Background: an optimization exercise with open tools, aiming at a short achievable clock period and few clock cycles. Do not read the settings as production practice. Only simulation tests tie the RTL to the original design; equivalence was not proved. Power is estimated from default activity; no workload was simulated.

==> flow/design.v (excerpt) <==
module dlx_core (
    input  logic        clk,
    input  logic        rst,
    input  logic [31:0] init_pc,
    output logic [31:0] i_addr,
    input  logic [31:0] instruction,
    output logic [31:0] mem_addr,
    output logic [31:0] mem_wr_data,
    output logic        mem_wr,
    input  logic [31:0] mem_rd_data,
    output logic        reg_wr,
    output logic [4:0]  rd,
    output logic [31:0] reg_wr_data
);
For scale: roughly 10000 cells after synthesis, about 230 I/O pins, about 93000 µm² of cells after synthesis.
==> flow/config.mk <==
export PLATFORM = sky130hd
export DESIGN_NAME = dlx_core
export DESIGN_NICKNAME = dlx_core
export VERILOG_FILES = /design/flow/design.v
export SDC_FILE = /design/flow/constraint.sdc
export NUM_CORES = 4
export LEC_CHECK = 0
export CAP_MARGIN = 20
export CORE_MARGIN = 2
export CORE_UTILIZATION = 45
export PLACE_DENSITY = 0.6
export SETUP_SLACK_MARGIN = 4.5
export SLEW_MARGIN = 20
export SYNTH_HIERARCHICAL = 1
export TNS_END_PERCENT = 100
==> flow/constraint.sdc <==
create_clock -name core_clock -period 7.0 [get_ports {clk}]
set_input_delay 1.4000 -clock core_clock [delete_from_list [all_inputs] [get_ports {clk}]]
set_output_delay 1.4000 -clock core_clock [all_outputs]
set_load 0.01 [all_outputs]
run.sh (not shown) runs the stock make flow with config.mk's settings and CLKGATE_MAP_FILE= SYNTH_SCRIPT=/design/flow/synth_recipe.tcl, a recipe that flattens the netlist after the stock synthesis.
Testbench counts at the start, summed over its fixed seeds: cycles 26,170.
Change:
--- a/flow/design.v
+++ b/flow/design.v
@@ -97,26 +97,18 @@
 endmodule
 module dlx_pcsel6 (
     input  logic [5:0] a,
     input  logic [5:0] b,
     input  logic       s,
     output logic [5:0] q
 );
     assign q = s ? a : b;
 endmodule
-module dlx_pcsel3 (
-    input  logic [2:0] a,
-    input  logic [2:0] b,
-    input  logic       s,
-    output logic [2:0] q
-);
-    assign q = s ? a : b;
-endmodule
 `timescale 1ns/1ps
 module dlx_zero (
     input  logic [31:0] a,
     input  logic [31:0] b,
     input  logic        op_add,
     input  logic        op_eq,        
     input  logic        op_and,
     input  logic        op_or,
     output logic        z
@@ -239,31 +231,28 @@
     output logic [31:0] mem_wr_data,
     output logic        mem_wr,
     input  logic [31:0] mem_rd_data,
     output logic        reg_wr,
     output logic [4:0]  rd,
     output logic [31:0] reg_wr_data
 );
     logic [29:0] pc_a;           
     logic [29:0] pc_b;           
-    logic [6:0]  z_o;            
-    logic [9:7]  z_o_n;          
+    logic        z_o0, z_o1, z_o2;       
+    logic        z_o3_n, z_o4_n;         
     logic        z_i_n;          
     logic [29:0] pc_o;
     logic [29:0] pc_q;
-    for (genvar k = 0; k < 7; k++) begin : g_pco
-        dlx_pcsel3 i_pc_o (.a(pc_a[3*k +: 3]), .b(pc_b[3*k +: 3]), .s(z_o[k]),
-                           .q(pc_o[3*k +: 3]));
-    end
-    for (genvar k = 7; k < 10; k++) begin : g_pco_n
-        dlx_pcsel3 i_pc_o (.a(pc_b[3*k +: 3]), .b(pc_a[3*k +: 3]), .s(z_o_n[k]),
-                           .q(pc_o[3*k +: 3]));
-    end
+    dlx_pcsel6 i_pc_o0 (.a(pc_a[5:0]),   .b(pc_b[5:0]),   .s(z_o0),   .q(pc_o[5:0]));
+    dlx_pcsel6 i_pc_o1 (.a(pc_a[11:6]),  .b(pc_b[11:6]),  .s(z_o1),   .q(pc_o[11:6]));
+    dlx_pcsel6 i_pc_o2 (.a(pc_a[17:12]), .b(pc_b[17:12]), .s(z_o2),   .q(pc_o[17:12]));
+    dlx_pcsel6 i_pc_o3 (.a(pc_b[23:18]), .b(pc_a[23:18]), .s(z_o3_n), .q(pc_o[23:18]));
+    dlx_pcsel6 i_pc_o4 (.a(pc_b[29:24]), .b(pc_a[29:24]), .s(z_o4_n), .q(pc_o[29:24]));
     dlx_pcsel  i_pc_i   (.a(pc_b), .b(pc_a), .s(z_i_n), .q(pc_q));
     logic        e_valid;
     logic        e_wr;           
     logic [4:0]  e_rd;
     logic        e_lw;
     logic        e_sw;
     logic        e_br;           
     logic        e_bnez;
     logic        e_pred;         
@@ -535,28 +524,23 @@
     logic [21:0] hc0;
     logic [21:0] hc1;
     dlx_hisel i_hisel (.h_m1(h_m1), .h_0(h_0), .h_p1(h_p1), .sgn(instruction[9]),
                        .hc0(hc0), .hc1(hc1));
     dlx_npc2 i_npc (.tgt_c0({hc0, t_lo}), .tgt_c1({hc1, t_lo}), .ct(ct), .other(n_other),
                     .tk_z(tk_z), .tk_nz(tk_nz), .n_z(n_z), .n_nz(n_nz));
     always_ff @(posedge clk) begin
         pc_a   <= n_z;
         pc_b   <= n_nz;
-        z_o[0]   <= z;
-        z_o[1]   <= !rst && z;
-        z_o[2]   <= rst || z;
-        z_o[3]   <= !r_redir && z;
-        z_o[4]   <= r_redir || z;
-        z_o[5]   <= !f_hold && z;
-        z_o[6]   <= f_hold || z;
-        z_o_n[7] <= !rst && !z;
-        z_o_n[8] <= rst || !z;
-        z_o_n[9] <= !r_redir && !z;
+        z_o0   <= z;
+        z_o1   <= !rst && z;
+        z_o2   <= rst || z;
+        z_o3_n <= !rst && !z;
+        z_o4_n <= rst || !z;
         z_i_n  <= !z;
     end
     logic e_lgop;
     assign e_lgop = e_r_and || e_r_or || e_r_xor || e_r_slt;
     assign n_as = !rst && fa_alu && e_r_add;
     assign n_ad = !rst && fa_alu && e_r_sub;
     assign n_al = !rst && fa_alu && e_lgop;
     assign n_bs = !rst && f_rtype && fb_alu && e_r_add;
     assign n_bd = !rst && f_rtype && fb_alu && e_r_sub;
Non-clock buffer count shrinks by 14.
Combinational power shrinks slightly.
Final area shrinks slightly.
Worst setup slack gets worse by 18 ps.
Sequential power stays flat.
Wire length shrinks by a few percent.
Register-to-register slack gets better by 50 ps.
Synthesized cell count does not change.
Testbench counts after the change, summed over its fixed seeds: cycles 26,170.

-- what the ideal ports hide --
No port has a modelled driver above. Below, the same layouts with a new extraction and two added sets of constraints. Step 1 sets driving cells, clkbuf_16 on the clock port and buf_2 on the other inputs (assumed; they add their load-dependent delay and slew). Step 2 adds t to the input delays and takes it off the output delays; t is the mean of the earliest and latest rising clock arrival at the registers after step 1. Input paths then give back, and output paths get back, about the clock's delay inside the block. Three values: ideal ports, drivers, drivers and shift; two values: the first two.
run | t, ns | slack for setup (ns) | slew at the worst register clock pin (ns)
the first run | 0.956 | 3.777 / 3.777 / 2.946 | 0.07 / 0.07
the second run | 0.970 | 3.760 / 3.660 / 2.967 | 0.07 / 0.07
After both steps every run listed still meets setup and hold. For the first run, which loses most, drivers alone change the setup slack by 0.000 ns; drivers and shift together by -0.831 ns.
